This is an optimization exercise on Yosys and OpenROAD, whose aim is small area, a short achievable clock period and few clock cycles per item, not a production implementation. Where RTL was checked, it was by simulation tests only, not by an equivalence proof against the original. Power figures rest on the tool's default switching activity, not on a simulated workload.

==> try-amber: inputs <==
==> flow/design.v (excerpt) <==
module wbcc_top (
    input  wire        clk,
    input  wire        rst_n,
    input  wire        start,
    output wire        busy,
    input  wire [2:0]  item_kind,
    input  wire [31:0] item_block_id,
    input  wire [3:0]  item_slot,
    input  wire        item_wb_fail,
    input  wire        item_rd_fail,
    output wire        res_valid,
    output wire [1:0]  res_command,
    output wire [3:0]  res_slot,
    output wire [31:0] res_block,
    output wire        res_failed,
    output wire        res_hit,
    output wire        res_last,
    input  wire        cfg_valid,
    output wire        cfg_ready,
    input  wire [4:0]  cfg_data
);
    wbcc_pkg::t_item   item;
    wbcc_pkg::t_result res;
    assign item.kind            = item_kind;
    assign item.block_id        = item_block_id;
    assign item.slot_index      = item_slot;
    assign item.writeback_fails = item_wb_fail;
    assign item.read_fails      = item_rd_fail;
    writeback_block_cache_controller_core u_core (
        .i_clk       (clk),
        .i_rst_n     (rst_n),
        .start       (start),
        .busy        (busy),
        .i_item      (item),
        .o_res_valid (res_valid),
        .o_res       (res),
        .i_cfg_valid (cfg_valid),
        .o_cfg_ready (cfg_ready),
        .i_cfg_data  (cfg_data)
    );
    assign res_command = res.command;
    assign res_slot    = res.slot_out;
    assign res_block   = res.block_out;
    assign res_failed  = res.failed;
    assign res_hit     = res.hit;
    assign res_last    = res.last;
endmodule
export LEC_CHECK = 0
export CAP_MARGIN = 20
export CORE_MARGIN = 2
export CORE_UTILIZATION = 50
export CTS_BUF_LIST = sky130_fd_sc_hd__clkbuf_16
export CTS_CLUSTER_DIAMETER = 90
export CTS_CLUSTER_SIZE = 22
export SETUP_SLACK_MARGIN = 2.5
export SLEW_MARGIN = 20
create_clock -name core_clock -period 6.5 [get_ports {clk}]
run.sh (not shown) runs the stock make flow with config.mk's settings and CLKGATE_MAP_FILE= SYNTH_SCRIPT=/design/flow/synth_recipe.tcl, a recipe that flattens the netlist after the stock synthesis.
==> inputs of try-lagoon, as changes to try-amber <==
Settings changed: CORE_UTILIZATION 50 to 58.
==> results_dict.tcl <==
set metrics [dict create \
    antenna_found_initial 18 \
    taps 1040 \
    maxSlewHeadroom_pct 16.1 \
    outcome "timing/DRC/antenna clean" \
    max_stage_delay_ns 0.63 \
    postLayoutCoreUtil_pct 65.5 \
    cts_buffers 46 \
]
[end of results for try-lagoon]
==> results_dict.tcl <==
set metrics [dict create \
    antenna_found_initial 16 \
    outcome "timing/DRC/antenna clean" \
    area_delta_synth_final_pct 11.6 \
    taps 1176 \
    postLayoutCoreUtil_pct 56.2 \
    maxSlewHeadroom_pct 24.9 \
    max_stage_delay_ns 0.54 \
    synth_edf_count 666 \
    cts_buffers 45 \
]
[end of results for try-amber]
Testbench counts of try-amber, summed over its fixed seeds: cycles 7,484, items 5,120.
Testbench counts of try-lagoon, summed over its fixed seeds: cycles 7,484, items 5,120.


==> onyx: inputs <==
Another version of the RTL of wbcc_top (not shown whole).
clock: 6.5 ns
lec_check: 0
cap_margin: 20
core_margin: 2
core_utilization: 60
cts_buf_list: sky130_fd_sc_hd__clkbuf_16
cts_cluster_diameter: 100
cts_cluster_size: 25
setup_slack_margin: 2.5
slew_margin: 20
==> yarrow (differences from onyx) <==
--- a/flow/design.v
+++ b/flow/design.v
@@ -109,15 +109,17 @@
         assign c[i] = g[L][i-1] | (p[L][i-1] & co);
     end
     assign o_y = p[0] ^ c;
 endmodule
 module wbcc_modpre (
     input  wire logic [31:0] i_x,
     output logic      [11:0] o_a,
-    output logic      [9:0]  o_b
+    output logic      [9:0]  o_b,
+    output logic      [3:0]  o_u15,
+    output logic      [5:0]  o_u63
 );
     logic [31:0] x;
     assign x = i_x;
     logic [11:0] c0, c1, c2, s12, k12, ka;
     assign c0  = x[11:0];
     assign c1  = x[23:12];
     assign c2  = {4'd0, x[31:24]};
@@ -133,18 +135,59 @@
     assign s1  = e0 ^ e1 ^ e2;
     assign kb  = (e0 & e1) | (e0 & e2) | (e1 & e2);
     assign k1  = {kb[8:0], kb[9]};
     assign s10 = s1 ^ k1 ^ e3;
     assign kc  = (s1 & k1) | (s1 & e3) | (k1 & e3);
     assign k10 = {kc[8:0], kc[9]};
     wbcc_eac #(.W(10)) u_b (.i_a(s10), .i_b(k10), .o_y(o_b));
+    logic [3:0] d [8];
+    for (genvar i = 0; i < 8; i++) begin : g_nib
+        assign d[i] = x[4*i +: 4];
+    end
+    logic [3:0] f1s, f1k, f2s, f2k, f3s, f3k, f4s, f4k, f5s, f5k, f6s, f6k;
+    function automatic logic [3:0] rot4(input logic [3:0] v);
+        rot4 = {v[2:0], v[3]};
+    endfunction
+    assign f1s = d[0] ^ d[1] ^ d[2];
+    assign f1k = rot4((d[0] & d[1]) | (d[0] & d[2]) | (d[1] & d[2]));
+    assign f2s = d[3] ^ d[4] ^ d[5];
+    assign f2k = rot4((d[3] & d[4]) | (d[3] & d[5]) | (d[4] & d[5]));
+    assign f3s = d[6] ^ d[7] ^ f1s;
+    assign f3k = rot4((d[6] & d[7]) | (d[6] & f1s) | (d[7] & f1s));
+    assign f4s = f1k ^ f2s ^ f2k;
+    assign f4k = rot4((f1k & f2s) | (f1k & f2k) | (f2s & f2k));
+    assign f5s = f3s ^ f3k ^ f4s;
+    assign f5k = rot4((f3s & f3k) | (f3s & f4s) | (f3k & f4s));
+    assign f6s = f5s ^ f5k ^ f4k;
+    assign f6k = rot4((f5s & f5k) | (f5s & f4k) | (f5k & f4k));
+    wbcc_eac #(.W(4)) u_15 (.i_a(f6s), .i_b(f6k), .o_y(o_u15));
+    logic [5:0] g [6];
+    for (genvar i = 0; i < 5; i++) begin : g_dig
+        assign g[i] = x[6*i +: 6];
+    end
+    assign g[5] = {4'd0, x[31:30]};
+    logic [5:0] h1s, h1k, h2s, h2k, h3s, h3k, h4s, h4k;
+    function automatic logic [5:0] rot6(input logic [5:0] v);
+        rot6 = {v[4:0], v[5]};
+    endfunction
+    assign h1s = g[0] ^ g[1] ^ g[2];
+    assign h1k = rot6((g[0] & g[1]) | (g[0] & g[2]) | (g[1] & g[2]));
+    assign h2s = g[3] ^ g[4] ^ g[5];
+    assign h2k = rot6((g[3] & g[4]) | (g[3] & g[5]) | (g[4] & g[5]));
+    assign h3s = h1s ^ h1k ^ h2s;
+    assign h3k = rot6((h1s & h1k) | (h1s & h2s) | (h1k & h2s));
+    assign h4s = h3s ^ h3k ^ h2k;
+    assign h4k = rot6((h3s & h3k) | (h3s & h2k) | (h3k & h2k));
+    wbcc_eac #(.W(6)) u_63 (.i_a(h4s), .i_b(h4k), .o_y(o_u63));
 endmodule
 module wbcc_modfin (
     input  wire logic [11:0] i_a,
     input  wire logic [9:0]  i_b,
+    input  wire logic [3:0]  i_u15,
+    input  wire logic [5:0]  i_u63,
     input  wire logic [3:0]  i_lo,
     input  wire logic [4:0]  i_n,
     output logic      [3:0]  o_rem
 );
     function automatic logic [3:0] f_m13(input logic [5:0] v);
         logic [5:0] k;
         k = {v};
@@ -229,24 +272,18 @@
         logic [3:0] k;
         k = {r, lo};
         f_14[0] = 1'(16'haaaa >> k);
         f_14[1] = 1'(16'h92d2 >> k);
         f_14[2] = 1'(16'hbd02 >> k);
         f_14[3] = 1'(16'h2664 >> k);
     endfunction
-    logic [3:0] n0, n1, n2, s4, k4a, k4, u15;
-    assign n0  = i_a[3:0];
-    assign n1  = i_a[7:4];
-    assign n2  = i_a[11:8];
-    assign s4  = n0 ^ n1 ^ n2;
-    assign k4a = (n0 & n1) | (n0 & n2) | (n1 & n2);
-    assign k4  = {k4a[2:0], k4a[3]};
-    wbcc_eac #(.W(4)) u_15 (.i_a(s4), .i_b(k4), .o_y(u15));
+    logic [3:0] u15;
     logic [5:0] u63;
-    wbcc_eac #(.W(6)) u_63 (.i_a(i_a[5:0]), .i_b(i_a[11:6]), .o_y(u63));
+    assign u15 = i_u15;
+    assign u63 = i_u63;
     logic [3:0] l13, h13, l11, h11, r11, r13;
     logic [4:0] d13, e13, d11, e11;
     assign l13 = f_m13(i_a[5:0]);
     assign h13 = f_m13(i_a[11:6]);
     assign l11 = f_m11(i_b[4:0]);
     assign h11 = f_m11(i_b[9:5]);
     assign d13 = {1'b0, l13} + {1'b1, ~h13} + 5'd1;
@@ -283,16 +320,19 @@
 module wbcc_mod (
     input  wire logic [31:0] i_dividend,
     input  wire logic [4:0]  i_divisor,
     output logic      [3:0]  o_rem
 );
     logic [11:0] a;
     logic [9:0]  b;
-    wbcc_modpre u_pre (.i_x(i_dividend), .o_a(a), .o_b(b));
-    wbcc_modfin u_fin (.i_a(a), .i_b(b), .i_lo(i_dividend[3:0]), .i_n(i_divisor), .o_rem(o_rem));
+    logic [3:0]  u15;
+    logic [5:0]  u63;
+    wbcc_modpre u_pre (.i_x(i_dividend), .o_a(a), .o_b(b), .o_u15(u15), .o_u63(u63));
+    wbcc_modfin u_fin (.i_a(a), .i_b(b), .i_u15(u15), .i_u63(u63), .i_lo(i_dividend[3:0]),
+                       .i_n(i_divisor), .o_rem(o_rem));
 endmodule
 `default_nettype wire
 `default_nettype none
 module writeback_block_cache_controller_core
 #(
     parameter int SLOTS   = wbcc_pkg::SLOTS_DEF,
     parameter int ID_BITS = wbcc_pkg::ID_BITS_DEF
@@ -357,38 +397,46 @@
     logic         m_wf, m_rf;
     logic [4:0]   m_n;
     logic [3:0]   m_vic;
     logic [N-1:0] m_eq;
     logic         m_eql;
     logic [11:0] in_a, z_a;
     logic [9:0]  in_b, z_b;
+    logic [3:0]  in_u15, z_u15;
+    logic [5:0]  in_u63, z_u63;
     logic [3:0]  z_lo;
     logic [4:0]  z_n;
     logic        z_new;
     logic        z_idx;
     logic [3:0]  z_vic;
     wbcc_modpre u_pre (
         .i_x (i_item.block_id),
         .o_a (in_a),
-        .o_b (in_b)
+        .o_b (in_b),
+        .o_u15 (in_u15),
+        .o_u63 (in_u63)
     );
     always_ff @(posedge i_clk) begin
         z_a   <= in_a;
         z_b   <= in_b;
+        z_u15 <= in_u15;
+        z_u63 <= in_u63;
         z_lo  <= i_item.block_id[3:0];
         z_n   <= nact_in;
         z_idx <= q_wp;
     end
     always_ff @(posedge i_clk) begin
         if (!i_rst_n) z_new <= 1'b0;
         else          z_new <= push;
     end
     wbcc_modfin u_fin (
         .i_a   (z_a),
         .i_b   (z_b),
+        .i_u15 (z_u15),
+        .i_u63 (z_u63),
         .i_lo  (z_lo),
         .i_n   (z_n),
         .o_rem (z_vic)
     );
     assign busy = q_cnt[1];
     assign push = start && !q_cnt[1];
     assign pop  = l_free && (q_cnt != 2'd0);
CORE_UTILIZATION = 50   (was 60)
==> notes <==
- yarrow produced a clean layout. onyx ran to the end with no violations.
- Routed wire length: yarrow is lower than onyx (about 5.4%).
- Between yarrow and onyx, the lower utilization is in yarrow (gap 12 points).
- Between onyx and yarrow, the lower final cell count is in onyx (gap 5.9%, measured against yarrow).
- Of yarrow and onyx, yarrow has the higher count of clock-buffer cells in the layout (gap 1).
Testbench counts of yarrow, summed over its fixed seeds: cycles 7,484, items 5,120.
For onyx, only the layout was checked, not whether the RTL still works.


==> inputs of run Z <==
RTL: one of the versions met above, not the one the previous note started from.
make LEC_CHECK=0 CAP_MARGIN=20 CORE_MARGIN=2 CORE_UTILIZATION=45 CTS_BUF_LIST=sky130_fd_sc_hd__clkbuf_16 CTS_CLUSTER_DIAMETER=90 CTS_CLUSTER_SIZE=22 SETUP_SLACK_MARGIN=3.5 SLEW_MARGIN=20 finish   # period 6.5 ns
==> run M: changes against run Z <==
CORE_UTILIZATION = 50   (was 45)
PLACE_DENSITY = 0.7   (was unset)
SETUP_SLACK_MARGIN = 2.5   (was 3.5)
==> run A: changes against run Z <==
CORE_UTILIZATION = 50   (was 45)
SETUP_SLACK_MARGIN = 2.2   (was 3.5)
==> run summary <==
Worst reg2reg path depth: run A 8; run M 11; run Z 8
Post-DR vias/cell: run A 6.975; run M 7.012; run Z 6.963
Area after detailed placement: run A 48,090 um2; run M 48,100 um2; run Z 48,500 um2
GR Layer Usage met2: run A 57.84%; run M 57.24%; run Z 53.61%
Part of the total power dissipated in the clock network: run A 16.1%; run M 16.3%; run Z 14.9%
Critical path buffers and inverters: run A 2; run M 3; run Z 3
Multi-Input Combinational: run A 2,661; run M 2,661; run Z 2,662
End of the worst register-to-register path: run A u_core.l_eq[3]; run M u_core.r_res[12]; run Z u_core.q_vic[0][2]
CP Capture Point: run A u_core.l_eq[3]; run M u_core.z_u63[3]; run Z u_core.z_u63[3]
Result of the run: run A timing/DRC/antenna clean; run M timing/DRC/antenna clean; run Z timing/DRC/antenna clean
Worst-path cell with the longest stage delay: run A sky130_fd_sc_hd__nor4_1; run M sky130_fd_sc_hd__fa_1; run Z sky130_fd_sc_hd__fa_2
Starting utilization of the core area: run A 50.31%; run M 50.31%; run Z 45.27%
Initial DRC count: run A 7,238; run M 7,456; run Z 8,342
First drt pass iteration count: run A 9; run M 10; run Z 10
Category of the critical setup timing path: run A flop to flop; run M input pin to flop; run Z input pin to flop
CP most frequent cell: run A sky130_fd_sc_hd__buf_4; run M sky130_fd_sc_hd__a21o_1; run Z sky130_fd_sc_hd__a21o_1
Testbench counts of run Z, summed over its fixed seeds: cycles 7,484, items 5,120.
Testbench counts of run M, summed over its fixed seeds: cycles 7,484, items 5,120.
Testbench counts of run A, summed over its fixed seeds: cycles 7,484, items 5,120.

-- static timing again, ports no longer ideal --
The flow's constraints put no driver on any port. The routed layouts listed below were extracted and timed again, unchanged, in two steps.
Step 1, drivers: a clkbuf_16 drives clk and a buf_2 each remaining input, both assumed.
Step 2, shift: input delay + t, output delay - t, t = (earliest + latest rising clock arrival at the registers) / 2. This alone moves slack from input paths to output paths.
Three values: ideal, step 1, step 2; two values: the first two.
| run | shift t [ns] | setup WS [ns] | hold WS [ns] | latest minus earliest clock arrival (ns) |
|---|---|---|---|---|
| try-amber | 0.722 | 2.292 / 2.321 / 1.600 | 0.411 / 0.411 / 0.411 | 0.048 / 0.049 |
| try-lagoon | 0.719 | 2.214 / 2.253 / 1.534 | 0.425 / 0.425 / 0.425 | 0.083 / 0.084 |
| onyx | 0.716 | 1.674 / 1.674 / 1.674 | 0.451 / 0.451 / 0.451 | 0.063 / 0.062 |
| yarrow | 0.703 | 2.064 / 2.099 / 1.397 | 0.412 / 0.412 / 0.412 | 0.072 / 0.073 |
| run Z | 0.757 | 2.382 / 2.406 / 1.649 | 0.413 / 0.413 / 0.413 | 0.068 / 0.068 |
| run M | 0.730 | 2.252 / 2.288 / 1.558 | 0.413 / 0.413 / 0.413 | 0.073 / 0.073 |
| run A | 0.726 | 2.114 / 2.114 / 1.606 | 0.412 / 0.412 / 0.412 | 0.054 / 0.053 |
After both steps setup and hold are still met in every run listed. For run Z, which loses most, drivers alone change the setup slack by +0.024 ns; drivers and shift together by -0.733 ns.
